Context: an optimization exercise on an open-source flow, tuned for small area. The choices shown serve that exercise and are no tape-out recipe.
Function was checked by simulation only, so behaviour that the tests miss may differ from the original.

==> module base58_encoder_unit, before the edit <==
module base58_encoder_unit (
    input  logic                          i_clk,
    input  logic                          i_rst_n,
    input  logic                          i_in_valid,
    output logic                          o_in_ready,
    input  logic [b58enc_pkg::BYTE_W-1:0] i_in_data_byte,
    input  logic                          i_in_last_byte,
    output logic                          o_out_valid,
    input  logic                          i_out_ready,
    output logic [b58enc_pkg::CHAR_W-1:0] o_out_char,
    output logic                          o_out_last_char,
    output logic                          o_out_overflow
);
    localparam int N  = b58enc_pkg::DIGIT_SLOTS_DEF;
    localparam int DW = b58enc_pkg::DIGIT_W;
    localparam int CW = b58enc_pkg::CNT_W;
    localparam logic [CW-1:0] C_ZERO = b58enc_pkg::CNT_START;
    typedef enum logic [1:0] {
        S_IN, S_SCAN, S_OUT
    } t_state;
    t_state          r_state;
    logic [CW-1:0]   r_pos;      
    logic [2:0]      r_bit;      
    logic            r_run;      
    logic            r_carry;
    logic [CW-1:0]   r_cnt;      
    logic [CW-1:0]   r_zp;       
    logic            r_inzp;     
    logic            r_ovf;
    logic            r_out_valid;
    logic [DW-1:0]   ring_out;
    logic [DW-1:0]   ring_in;
    logic [DW-1:0]   fold_in;
    logic [DW-1:0]   fold_out;
    logic            fold_cin;
    logic            fold_cout;
    logic            pos_first;
    logic            pos_last;
    logic [CW-1:0]   pos_inc;
    logic [CW-1:0]   zp_inc;
    logic            drop;
    logic            cnt_zero;
    logic            fold_en;
    logic            in_ready;
    logic            out_free;
    b58enc_ram #(
        .WIDTH (DW),
        .DEPTH (N)
    ) u_digits (
        .i_clk   (i_clk),
        .i_wdata (ring_in),
        .o_rdata (ring_out)
    );
    b58enc_divmod u_fold (
        .i_digit (fold_in),
        .i_carry (fold_cin),
        .o_digit (fold_out),
        .o_carry (fold_cout)
    );
    always_comb begin
        pos_first = ((r_pos & b58enc_pkg::POS_FIRST_M) == b58enc_pkg::POS_FIRST_V);
        pos_last  = ((r_pos & b58enc_pkg::POS_LAST_M) == b58enc_pkg::POS_LAST_V);
        pos_inc   = b58enc_pkg::cnt_next(r_pos);
        zp_inc    = b58enc_pkg::cnt_next(r_zp);
        drop      = ((r_cnt & b58enc_pkg::CNT_FULL_M) == b58enc_pkg::CNT_FULL_V);
        cnt_zero  = ((r_cnt & b58enc_pkg::CNT_ZERO_M) == b58enc_pkg::CNT_ZERO_V);
        fold_en   = (r_state == S_IN) && i_in_valid && !drop && (r_run || pos_first);
        fold_in   = (r_inzp && (r_bit == '0)) ? '0 : ring_out;
        fold_cin  = pos_first ? i_in_data_byte[~r_bit] : r_carry;
        ring_in   = fold_en ? fold_out : ring_out;
        in_ready  = (r_state == S_IN) && pos_last && (drop || (r_run && (r_bit == 3'd7)));
        out_free  = !r_out_valid || i_out_ready;
    end
    assign o_in_ready      = in_ready;
    assign o_out_valid     = r_out_valid;
    assign o_out_char      = b58enc_pkg::b58_char(r_zp);
    assign o_out_last_char = cnt_zero;
    assign o_out_overflow  = r_ovf;
    always_ff @(posedge i_clk) begin
        r_carry <= fold_cout;
        r_run   <= fold_en && !pos_last;
        if (!i_rst_n) begin
            r_state     <= S_IN;
            r_pos       <= C_ZERO;
            r_bit       <= '0;
            r_cnt       <= C_ZERO;
            r_zp        <= C_ZERO;
            r_inzp      <= 1'b1;
            r_ovf       <= 1'b0;
            r_out_valid <= 1'b0;
        end else begin
            r_pos <= pos_last ? C_ZERO : pos_inc;
            if (fold_en && pos_last) begin
                r_bit <= r_bit + 3'd1;
            end
            if (i_out_ready) begin
                r_out_valid <= 1'b0;
            end
            unique case (r_state)
                S_IN: begin
                    if (in_ready && i_in_valid) begin
                        if (drop) begin
                            r_ovf <= 1'b1;
                        end else begin
                            r_cnt <= b58enc_pkg::cnt_next(r_cnt);
                            if (r_inzp && (i_in_data_byte == '0)) begin
                                r_zp <= zp_inc;
                            end else begin
                                r_inzp <= 1'b0;
                            end
                        end
                        if (i_in_last_byte) begin
                            r_state <= S_SCAN;
                        end
                    end
                end
                S_SCAN: begin
                    r_zp <= zp_inc;
                    if (ring_out != '0) begin
                        r_cnt <= zp_inc;
                    end
                    if (pos_last) begin
                        r_state <= S_OUT;
                    end
                end
                S_OUT: begin
                    if (cnt_zero) begin
                        if (out_free) begin
                            r_zp    <= C_ZERO;
                            r_inzp  <= 1'b1;
                            r_ovf   <= 1'b0;
                            r_state <= S_IN;
                        end
                    end else if (out_free && (pos_inc == r_cnt)) begin
                        r_out_valid <= 1'b1;
                        r_zp        <= ring_out;
                        r_cnt       <= b58enc_pkg::cnt_prev(r_cnt);
                    end
                end
                default: begin
                    r_state <= S_IN;
                end
            endcase
        end
    end
endmodule
==> flow/config.mk <==
export PLATFORM = sky130hd
export DESIGN_NAME = base58_encoder_unit
export DESIGN_NICKNAME = base58_encoder_unit
export VERILOG_FILES = /design/flow/design.v
export SDC_FILE = /design/flow/constraint.sdc
export NUM_CORES = 4
export LEC_CHECK = 0
export CAP_MARGIN = 20
export CORE_MARGIN = 2
export CORE_UTILIZATION = 65
export SLEW_MARGIN = 20
==> flow/constraint.sdc <==
create_clock -name core_clock -period 12.0 [get_ports {i_clk}]
set_input_delay 2.4000 -clock core_clock [delete_from_list [all_inputs] [get_ports {i_clk}]]
set_output_delay 2.4000 -clock core_clock [all_outputs]
set_load 0.01 [all_outputs]
standard.sh (not shown) runs the stock make flow with config.mk's settings and CLKGATE_MAP_FILE= SYNTH_SCRIPT=/design/flow/synth_recipe.tcl, a recipe that flattens the netlist after the stock synthesis.
==> flow/flow/run.sh <==
#!/bin/bash
# Own layout flow: the standard synthesis, then its combinational logic re-mapped for
# area (flip-flops untouched), then the standard ORFS flow from floorplan to finish with
# small port buffers and no dummy clock loads. Each tool's output goes to a log here.
set -euo pipefail
W=$(pwd)
R=$W/orfs/results/$FLOW_PLATFORM/base58_encoder_unit/base
L=$W/orfs/logs/$FLOW_PLATFORM/base58_encoder_unit/base

bash standard.sh synth > "$W/log_1_standard_synth.log" 2>&1

cp "$R/1_2_yosys.v" "$W/standard_1_2_yosys.v"
export REMAP_LIB=$FLOW_HOME/platforms/$FLOW_PLATFORM/lib/sky130_fd_sc_hd__tt_025C_1v80.lib
export REMAP_DIR=$W/flow
export REMAP_IN=$W/standard_1_2_yosys.v
export REMAP_OUT=$W/remapped_1_2_yosys.v
REMAP_DONT_USE=""
for c in $(grep -oE -- "-dont_use [A-Za-z0-9_]+" "$L/1_2_yosys.log" | awk '{print $2}' | sort -u); do
  REMAP_DONT_USE="$REMAP_DONT_USE -dont_use $c"
done
export REMAP_DONT_USE
yosys -c "$W/flow/remap.tcl" > "$W/log_2_remap.log" 2>&1

if yosys -c "$W/flow/equiv.tcl" > "$W/log_2_equiv.log" 2>&1; then
  cp "$REMAP_OUT" "$R/1_2_yosys.v"
fi
rm -f "$R/1_synth.odb" "$R/1_synth.sdc"
touch "$R/1_2_yosys.v"

CTS="-sink_clustering_enable -repair_clock_nets -dont_use_dummy_load"
CTS="$CTS -buf_list ${OWN_CTS_BUF:-sky130_fd_sc_hd__clkbuf_8}"
CTS="$CTS -sink_clustering_size ${OWN_CTS_SIZE:-18} -sink_clustering_max_diameter ${OWN_CTS_DIAM:-50}"
bash standard.sh "CTS_ARGS=$CTS" "BUFFER_PORTS_ARGS=-buffer_cell sky130_fd_sc_hd__buf_1" finish \
  > "$W/log_3_standard_finish.log" 2>&1
Other scripts of this flow, unchanged in this note and not shown: flow/flow/equiv.tcl, flow/flow/ff_models.v, flow/flow/ff_stubs.v, flow/flow/remap.abc, flow/flow/remap.tcl
Edit:
--- a/flow/design.v
+++ b/flow/design.v
@@ -13,20 +13,19 @@
         c = ALPHABET[(RADIX - 1 - d) * 8 +: 8];
         b58_char = c[CHAR_W-1:0];
     endfunction
-    localparam logic [CNT_W-1:0] CNT_START  = 6'b011010;
-    localparam logic [CNT_W-1:0] POS_FIRST_M = 6'b011110;    
-    localparam logic [CNT_W-1:0] POS_FIRST_V = 6'b011010;
-    localparam logic [CNT_W-1:0] POS_LAST_M  = 6'b100111;    
-    localparam logic [CNT_W-1:0] POS_LAST_V  = 6'b100110;
-    localparam logic [CNT_W-1:0] CNT_FULL_M  = 6'b111100;    
-    localparam logic [CNT_W-1:0] CNT_FULL_V  = 6'b000000;
-    localparam logic [CNT_W-1:0] CNT_ZERO_M  = 6'b011110;    
-    localparam logic [CNT_W-1:0] CNT_ZERO_V  = 6'b011010;
     function automatic logic [CNT_W-1:0] cnt_next(input logic [CNT_W-1:0] s);
-        cnt_next = {s[4:0], s[5] ^ s[0]};
+        cnt_next = {s[4:0], ~(s[5] ^ s[4])};
     endfunction
     function automatic logic [CNT_W-1:0] cnt_prev(input logic [CNT_W-1:0] s);
-        cnt_prev = {s[0] ^ s[1], s[5:1]};
+        cnt_prev = {~(s[0] ^ s[5]), s[5:1]};
+    endfunction
+    function automatic logic [CNT_W-1:0] cnt_at(input int k);
+        logic [CNT_W-1:0] s;
+        s = '0;
+        for (int i = 0; i < k; i++) begin
+            s = cnt_next(s);
+        end
+        cnt_at = s;
     endfunction
 endpackage
 module b58enc_divmod (
@@ -73,7 +72,9 @@
     localparam int N  = b58enc_pkg::DIGIT_SLOTS_DEF;
     localparam int DW = b58enc_pkg::DIGIT_W;
     localparam int CW = b58enc_pkg::CNT_W;
-    localparam logic [CW-1:0] C_ZERO = b58enc_pkg::CNT_START;
+    localparam logic [CW-1:0] C_ZERO = b58enc_pkg::cnt_at(0);
+    localparam logic [CW-1:0] C_LAST = b58enc_pkg::cnt_at(N - 1);
+    localparam logic [CW-1:0] C_FULL = b58enc_pkg::cnt_at(b58enc_pkg::MAX_BYTES_DEF);
     typedef enum logic [1:0] {
         S_IN, S_SCAN, S_OUT
     } t_state;
@@ -87,6 +88,7 @@
     logic            r_inzp;     
     logic            r_ovf;
     logic            r_out_valid;
+    logic [DW-1:0]   r_out_digit;
     logic [DW-1:0]   ring_out;
     logic [DW-1:0]   ring_in;
     logic [DW-1:0]   fold_in;
@@ -98,7 +100,6 @@
     logic [CW-1:0]   pos_inc;
     logic [CW-1:0]   zp_inc;
     logic            drop;
-    logic            cnt_zero;
     logic            fold_en;
     logic            in_ready;
     logic            out_free;
@@ -117,12 +118,11 @@
         .o_carry (fold_cout)
     );
     always_comb begin
-        pos_first = ((r_pos & b58enc_pkg::POS_FIRST_M) == b58enc_pkg::POS_FIRST_V);
-        pos_last  = ((r_pos & b58enc_pkg::POS_LAST_M) == b58enc_pkg::POS_LAST_V);
+        pos_first = (r_pos == C_ZERO);
+        pos_last  = (r_pos == C_LAST);
         pos_inc   = b58enc_pkg::cnt_next(r_pos);
         zp_inc    = b58enc_pkg::cnt_next(r_zp);
-        drop      = ((r_cnt & b58enc_pkg::CNT_FULL_M) == b58enc_pkg::CNT_FULL_V);
-        cnt_zero  = ((r_cnt & b58enc_pkg::CNT_ZERO_M) == b58enc_pkg::CNT_ZERO_V);
+        drop      = (r_cnt == C_FULL);
         fold_en   = (r_state == S_IN) && i_in_valid && !drop && (r_run || pos_first);
         fold_in   = (r_inzp && (r_bit == '0)) ? '0 : ring_out;
         fold_cin  = pos_first ? i_in_data_byte[~r_bit] : r_carry;
@@ -132,16 +132,16 @@
     end
     assign o_in_ready      = in_ready;
     assign o_out_valid     = r_out_valid;
-    assign o_out_char      = b58enc_pkg::b58_char(r_zp);
-    assign o_out_last_char = cnt_zero;
+    assign o_out_char      = b58enc_pkg::b58_char(r_out_digit);
+    assign o_out_last_char = (r_cnt == C_ZERO);
     assign o_out_overflow  = r_ovf;
     always_ff @(posedge i_clk) begin
         r_carry <= fold_cout;
-        r_run   <= fold_en && !pos_last;
         if (!i_rst_n) begin
             r_state     <= S_IN;
             r_pos       <= C_ZERO;
             r_bit       <= '0;
+            r_run       <= 1'b0;
             r_cnt       <= C_ZERO;
             r_zp        <= C_ZERO;
             r_inzp      <= 1'b1;
@@ -149,6 +149,7 @@
             r_out_valid <= 1'b0;
         end else begin
             r_pos <= pos_last ? C_ZERO : pos_inc;
+            r_run <= fold_en && !pos_last;
             if (fold_en && pos_last) begin
                 r_bit <= r_bit + 3'd1;
             end
@@ -183,7 +184,7 @@
                     end
                 end
                 S_OUT: begin
-                    if (cnt_zero) begin
+                    if (r_cnt == C_ZERO) begin
                         if (out_free) begin
                             r_zp    <= C_ZERO;
                             r_inzp  <= 1'b1;
@@ -192,7 +193,7 @@
                         end
                     end else if (out_free && (pos_inc == r_cnt)) begin
                         r_out_valid <= 1'b1;
-                        r_zp        <= ring_out;
+                        r_out_digit <= ring_out;
                         r_cnt       <= b58enc_pkg::cnt_prev(r_cnt);
                     end
                 end
Core utilization falls by 1.2 points.
Critical path depth falls by 2.
Setup slack improved by 0.28 ns.
Clock skew falls by 0.062 ns.
Synthesized area rises by 2.0%.
Global-route usage falls by 3.6 points.
Final cell count rises by about 0.9%.
Worst hold slack improved by 0.018 ns.

## static timing again, ports no longer ideal
The results above use ideal ports. As a check the final layouts listed here were re-extracted and re-timed, cells and wires unchanged. Step 1 sets driving cells, clkbuf_16 on the clock port and buf_2 on the other inputs (assumed; they add their load-dependent delay and slew). Step 2 adds t to the input delays and takes it off the output delays; t is the mean of the earliest and latest rising clock arrival at the registers after step 1. Input paths then give back, and output paths get back, about the clock's delay inside the block. Three values: ideal, step 1, step 2; two values: the first two.
run	t, ns	setup WS [ns]	worst setup path at the end	worst register clock-pin slew, ns
the first run	0.529	6.135 / 6.097 / 6.497	input to register	0.12 / 0.12
the second run	0.518	6.417 / 6.383 / 6.901	register to output	0.10 / 0.10
After both steps setup and hold are still met in every run listed.
